This design comes from an exercise in tuning for small area, a short achievable clock period and few clock cycles on the open sky130 flow, not from production work.
Only simulation tests tie the RTL to the original design; equivalence was not proved.
Power and IR drop assume default switching activity.

Setup of red:
==> flow/design.v <==
package smme_pkg;
    localparam int unsigned FIELD_W = 32;
    localparam int unsigned ROW_W   = 5;
    typedef struct packed {
        logic [FIELD_W-1:0] base;
        logic [FIELD_W-1:0] expo;
        logic [FIELD_W-1:0] modulus;
        logic [5:0]         top;
        logic               empty;
    } t_job;
endpackage
module smme_step #(
    parameter int ARCH = 2
) (
    input  logic [33:0] i_a,
    input  logic [31:0] i_d,
    input  logic [31:0] i_m,
    output logic [31:0] o_r
);
    logic [34:0] w_s;
    logic [33:0] w_m3;
    logic [35:0] w_d1, w_d2, w_d3, w_d4;
    logic        w_c0, w_c1, w_c2, w_c3, w_c4, w_c5;
    smme_add #(35, ARCH) u_s (
        .i_a({1'b0, i_a}), .i_b({3'b000, i_d}), .i_c(1'b0),
        .o_s(w_s), .o_co(w_c0));
    smme_add #(34, ARCH) u_m3 (
        .i_a({2'b00, i_m}), .i_b({1'b0, i_m, 1'b0}), .i_c(1'b0),
        .o_s(w_m3), .o_co(w_c5));
    smme_add #(36, ARCH) u_d1 (
        .i_a({1'b0, w_s}), .i_b(~{4'b0000, i_m}), .i_c(1'b1),
        .o_s(w_d1), .o_co(w_c1));
    smme_add #(36, ARCH) u_d2 (
        .i_a({1'b0, w_s}), .i_b(~{3'b000, i_m, 1'b0}), .i_c(1'b1),
        .o_s(w_d2), .o_co(w_c2));
    smme_add #(36, ARCH) u_d3 (
        .i_a({1'b0, w_s}), .i_b(~{2'b00, w_m3}), .i_c(1'b1),
        .o_s(w_d3), .o_co(w_c3));
    smme_add #(36, ARCH) u_d4 (
        .i_a({1'b0, w_s}), .i_b(~{2'b00, i_m, 2'b00}), .i_c(1'b1),
        .o_s(w_d4), .o_co(w_c4));
    assign o_r = !w_d4[35] ? w_d4[31:0] :
                 !w_d3[35] ? w_d3[31:0] :
                 !w_d2[35] ? w_d2[31:0] :
                 !w_d1[35] ? w_d1[31:0] : w_s[31:0];
endmodule
module smme_add #(
    parameter int W = 32,
    parameter int ARCH = 1
) (
    input  logic [W-1:0] i_a,
    input  logic [W-1:0] i_b,
    input  logic         i_c,
    output logic [W-1:0] o_s,
    output logic         o_co
);
    logic [W-1:0] p, g, G, P;
    always_comb begin
        p = i_a ^ i_b;
        g = i_a & i_b;
        g[0] = g[0] | (p[0] & i_c);
        G = g;
        P = p;
        if (ARCH == 0) begin
            for (int i = 1; i < W; i++) begin
                G[i] = G[i] | (P[i] & G[i-1]);
                P[i] = P[i] & P[i-1];
            end
        end else if (ARCH == 1) begin
            for (int l = 0; (1 << l) < W; l++)
                for (int i = (2 << l) - 1; i < W; i += (2 << l)) begin
                    G[i] = G[i] | (P[i] & G[i - (1 << l)]);
                    P[i] = P[i] & P[i - (1 << l)];
                end
            for (int l = 6; l >= 0; l--)
                for (int i = 3 * (1 << l) - 1; i < W; i += (2 << l)) begin
                    G[i] = G[i] | (P[i] & G[i - (1 << l)]);
                    P[i] = P[i] & P[i - (1 << l)];
                end
        end else if (ARCH == 2) begin
            for (int l = 0; (1 << l) < W; l++)
                for (int i = 0; i < W; i++)
                    if ((i >> l) & 1) begin
                        G[i] = G[i] | (P[i] & G[((i >> l) << l) - 1]);
                        P[i] = P[i] & P[((i >> l) << l) - 1];
                    end
        end else begin
            for (int l = 0; (1 << l) < W; l++)
                for (int i = W - 1; i >= (1 << l); i--) begin
                    G[i] = G[i] | (P[i] & G[i - (1 << l)]);
                    P[i] = P[i] & P[i - (1 << l)];
                end
        end
        o_s[0] = p[0] ^ i_c;
        for (int i = 1; i < W; i++) o_s[i] = p[i] ^ G[i-1];
        o_co = G[W-1];
    end
endmodule
module square_multiply_modexp_trace #(
    parameter int unsigned EXP_WIDTH = 32,
    parameter int unsigned MOD_WIDTH = 32
) (
    input  logic         i_clk,
    input  logic         i_rst_n,
    input  logic         s_axis_tvalid,
    output logic         s_axis_tready,
    input  logic [95:0]  s_axis_tdata,
    output logic         m_axis_tvalid,
    input  logic         m_axis_tready,
    output logic [71:0]  m_axis_tdata,
    output logic         m_axis_tuser,
    output logic         m_axis_tlast
);
    logic q_idle, q_red, q_sqr, q_mul;
    logic [31:0] r_m;      
    logic [32:0] r_e;      
    logic        r_ez;     
    logic [31:0] r_b;      
    logic [31:0] r_acc;    
    logic [31:0] r_sq;     
    logic [31:0] r_p2;     
    logic [31:0] r_p3;     
    logic [3:0]  r_cnt;    
    logic        r_pre2;   
    logic        r_pre3;   
    logic [4:0]  r_row;
    logic        r_valid, r_bit, r_last, r_user;
    logic        r_as4, r_aa4, r_aa2, r_as2;
    logic        r_da, r_ds, r_d2, r_d3;
    logic [1:0]  r_rd;
    logic [33:0] w_a;
    logic [31:0] w_d, w_res;
    assign w_a = ({34{r_as4}} & {r_sq, 2'b00}) | ({34{r_aa4}} & {r_acc, 2'b00})
               | ({34{r_aa2}} & {1'b0, r_acc, 1'b0}) | ({34{r_as2}} & {1'b0, r_sq, 1'b0});
    assign w_d = ({32{r_da}} & r_acc) | ({32{r_ds}} & r_sq)
               | ({32{r_d2}} & r_p2) | ({32{r_d3}} & r_p3) | {30'd0, r_rd};
    smme_step u_step (.i_a(w_a), .i_d(w_d), .i_m(r_m), .o_r(w_res));
    logic [31:0] w_src;
    logic [3:0]  w_lead, w_next;
    logic [1:0]  w_dn, w_dv;
    logic        w_pre, w_last, w_jmp, w_acc_pre;
    assign w_src = q_sqr ? r_acc : r_b;            
    assign w_pre = r_pre2 | r_pre3;
    always_comb begin
        w_lead = 4'd0;
        for (int k = 1; k < 16; k++)
            if (w_src[2*k +: 2] != 2'b00) w_lead = 4'(k);
    end
    assign w_last = !w_pre && r_cnt == 4'd0;
    assign w_dv   = w_src[2*w_lead +: 2];
    assign w_jmp  = r_pre3 && w_lead != 4'd0;
    assign w_acc_pre = w_lead != 4'd0 && ((r_pre2 && w_dv == 2'd2) || (r_pre3 && w_dv == 2'd3));
    assign w_next = r_pre3 ? (w_jmp ? w_lead - 4'd1 : 4'd0) : r_cnt - 4'd1;
    assign w_dn   = w_src[2*w_next +: 2];
    logic w_op, w_hold, w_run, w_end, w_empty, w_tomul, w_emit, w_done, w_gosq, w_skip;
    logic w_ebit, w_elast;
    assign w_ebit  = r_e[32];                      
    assign w_elast = (r_e[31:0] == 32'h8000_0000);   
    assign w_op    = q_red | q_sqr | q_mul;
    assign w_hold  = r_valid && !m_axis_tready;    
    assign w_run   = w_op && !w_hold && !(q_red && w_last && !w_ebit && !r_ez);
    assign w_end   = w_run && w_last;
    assign w_empty = q_red && r_ez;                
    assign w_tomul = q_sqr && w_ebit;
    assign w_emit  = w_end && !w_tomul;            
    assign w_done  = w_emit && (w_empty || w_elast);   
    assign w_gosq  = w_emit && !w_done;
    assign w_skip  = q_red && !w_ebit && !r_ez;
    always_ff @(posedge i_clk) begin
        if (q_idle) begin
            r_m   <= s_axis_tdata[95:64];
            r_e   <= {s_axis_tdata[63:32], 1'b1};
            r_ez  <= (s_axis_tdata[63:32] == 32'd0);
            r_b   <= s_axis_tdata[31:0];
            r_cnt <= 4'd15;
            r_pre2 <= 1'b0;
            r_pre3 <= 1'b0;
            {r_as4, r_aa4, r_aa2, r_as2} <= 4'b0000;
            {r_da, r_ds, r_d2, r_d3} <= 4'b0000;
            r_rd <= (s_axis_tdata[63:32] != 32'd0) ? s_axis_tdata[31:30] : 2'b00;
        end else begin
            if (w_skip || w_gosq) r_e <= {r_e[31:0], 1'b0};
            if (q_sqr && r_pre2 && r_row == 5'd0) r_b <= r_acc;
            if (w_run) begin
                r_pre2 <= w_end;
                r_pre3 <= r_pre2;
                r_cnt  <= w_next;
                r_rd   <= 2'b00;
                if (w_end) begin
                    {r_as4, r_aa4} <= 2'b00;
                    r_aa2 <= w_gosq;
                    r_as2 <= w_tomul;
                    {r_da, r_ds, r_d2, r_d3} <= 4'b0000;
                end else if (r_pre2) begin
                    {r_da, r_ds} <= {q_sqr, q_mul};
                    {r_d2, r_d3} <= 2'b00;
                end else begin
                    r_as4 <= r_pre3 ? (w_jmp && (q_sqr ^ (w_dv == 2'd1))) : q_sqr;
                    r_aa4 <= r_pre3 ? (w_jmp && !(q_sqr ^ (w_dv == 2'd1))) : !q_sqr;
                    {r_aa2, r_as2} <= 2'b00;
                    r_da <= q_sqr && w_dn == 2'd1;
                    r_ds <= q_mul && w_dn == 2'd1;
                    r_d2 <= !q_red && w_dn == 2'd2;
                    r_d3 <= !q_red && w_dn == 2'd3;
                    r_rd <= (q_red && !r_ez) ? w_dn : 2'b00;
                end
            end
        end
        if (w_run) begin
            if (r_pre2) r_p2 <= w_res;
            if (r_pre3) r_p3 <= w_res;
            if (w_pre) begin
                if (w_acc_pre) begin
                    if (q_sqr) r_sq <= w_res;
                    else       r_acc <= w_res;
                end
            end else if (q_sqr) begin
                r_sq <= w_res;
                if (w_end) r_acc <= w_res;
            end else begin
                r_acc <= w_res;
            end
        end
        if (w_emit) begin
            r_bit  <= !w_empty && (q_red || q_mul);
            r_row  <= q_red ? 5'd0 : r_row + 5'd1;
            r_last <= w_done;
            r_user <= w_empty;
        end
        if (!i_rst_n) begin
            q_idle  <= 1'b1;
            q_red   <= 1'b0;
            q_sqr   <= 1'b0;
            q_mul   <= 1'b0;
            r_valid <= 1'b0;
        end else begin
            r_valid <= w_emit || w_hold;
            if (q_idle && s_axis_tvalid) begin
                q_idle <= 1'b0;
                q_red  <= 1'b1;
            end
            if (w_end) begin
                q_red  <= 1'b0;
                q_sqr  <= w_gosq;
                q_mul  <= w_tomul;
                q_idle <= w_done;
            end
        end
    end
    assign s_axis_tready = q_idle;
    assign m_axis_tvalid = r_valid;
    assign m_axis_tdata  = {2'b00, r_row, r_acc,
                            (r_row == 5'd0) ? {31'd0, !r_user} : r_sq, r_bit};
    assign m_axis_tuser  = r_user;
    assign m_axis_tlast  = r_last;
endmodule
==> flow/config.mk <==
export PLATFORM = sky130hd
export DESIGN_NAME = square_multiply_modexp_trace
export DESIGN_NICKNAME = square_multiply_modexp_trace
export VERILOG_FILES = /design/flow/design.v
export SDC_FILE = /design/flow/constraint.sdc
export NUM_CORES = 4
export LEC_CHECK = 0
export CAP_MARGIN = 20
export CORE_MARGIN = 2
export CORE_UTILIZATION = 40
export PLACE_DENSITY = 0.6
export SETUP_SLACK_MARGIN = 5
export SLEW_MARGIN = 20
==> flow/constraint.sdc <==
create_clock -name core_clock -period 11.0 [get_ports {i_clk}]
set_input_delay 2.2000 -clock core_clock [delete_from_list [all_inputs] [get_ports {i_clk}]]
set_output_delay 2.2000 -clock core_clock [all_outputs]
set_load 0.01 [all_outputs]
standard.sh (not shown) runs the stock make flow with config.mk's settings and CLKGATE_MAP_FILE= SYNTH_SCRIPT=/design/flow/synth_recipe.tcl, a recipe that flattens the netlist after the stock synthesis.
==> flow/flow/run.sh <==
#!/bin/bash
# Layout flow: the standard layout (standard.sh, ORFS from synthesis to
# finish, unchanged synthesis), except that every input and output port gets
# a sky130_fd_sc_hd__buf_1 as its port buffer instead of the default cell that
# buffer_ports picks. The full output goes to standard.log in the work folder;
# ORFS keeps each step's own log under orfs/logs.
set -euo pipefail
bash standard.sh "BUFFER_PORTS_ARGS=-buffer_cell sky130_fd_sc_hd__buf_1" finish > standard.log 2>&1
Testbench counts of red, summed over its fixed seeds: cycles 57,882.
Input changes introduced in blue (baseline for comparison: red):
-- flow/config.mk --
<<< red, line 9
export CORE_MARGIN = 2
export CORE_UTILIZATION = 40
export PLACE_DENSITY = 0.6
export SETUP_SLACK_MARGIN = 5
>>> blue, line 9
export CORE_MARGIN = 2
export CORE_UTILIZATION = 50
export PLACE_DENSITY = 0.75
export SETUP_SLACK_MARGIN = 5
[summary]
Arithmetic-cell share of the synthesized area counting full adders, half adders and majority gates: red vs blue identical. The combinational power was comparable across blue and red. From red to blue the numbers moved as follows: die outline area went down by 20%; routed wire length shrank by 1.0%; top achievable clock speed shows no meaningful change.
Input changes introduced in green (baseline for comparison: blue):
-- flow/config.mk --
<<< blue, line 13
export SLEW_MARGIN = 20
>>> green, line 13
export SLEW_MARGIN = 20
export SYNTH_HIERARCHICAL = 1
export SYNTH_MINIMUM_KEEP_SIZE = 1000
Notes after the runs:
met1 wire length ended up about 2.4% higher on green than on blue.
Compared with blue, green shows final area that has gone down slightly.
Wire length after detailed routing was higher in the run labelled blue.
Lower relative area change from synthesis to final layout was reported by green, not blue.
blue -> green: XOR/XNOR share of the synthesized area flat
In green, the number of inserted filler cells in the final layout came out 289 above the value in blue.
The run showing the greater synthesized cell count is green.
According to the power report, total power for green is higher than for blue.
Relative to green, the following input files were edited for orange:
-- flow/config.mk --
<<< green, line 14
export SYNTH_HIERARCHICAL = 1
export SYNTH_MINIMUM_KEEP_SIZE = 1000
>>> orange, line 14
export SYNTH_HIERARCHICAL = 1
## What came out
Relative to green, cell area after layout has increased by about 7% in orange.
Comparing orange and green, data required time at the worst endpoint is higher on green.
Maximum number of pins on one net before global-route repair (orange vs. green) decreases by more than a quarter
Delta (orange minus green): power increased about 10%; sequential share of power decreased 2.0 points; fraction of power spent switching nets increased 1.5 points; met3 global-route usage decreased 0.41 points; final period demand of the worst path decreased 210 ps.
Worst setup slack after placement ended up 450 ps lower on orange than on green.
| maximum achievable frequency | higher: orange |
In orange, the critical path depth came out about 14% above the value in green.

## what the ideal ports hide
In the flow no input, the clock included, has a driving cell. The finished layouts below were timed again as built, in two steps.
Step 1, drivers: a clkbuf_16 drives i_clk and a buf_2 each remaining input, both assumed.
Step 2 also shifts input and output timing later by t, the mid clock arrival at the registers, as if the neighbouring blocks saw the same clock.
a / b / c = no drivers / after step 1 / after step 2; a / b = the first two.
run | t, ns | setup slack, ns | worst register clock-pin slew, ns
red | 0.663 | 4.737 / 4.737 / 4.737 | 0.06 / 0.06
blue | 0.661 | 4.743 / 4.743 / 4.743 | 0.07 / 0.07
green | 0.657 | 4.941 / 4.941 / 4.941 | 0.06 / 0.06
orange | 0.651 | 5.148 / 5.148 / 5.148 | 0.06 / 0.06
After both steps setup and hold are still met in every run listed.
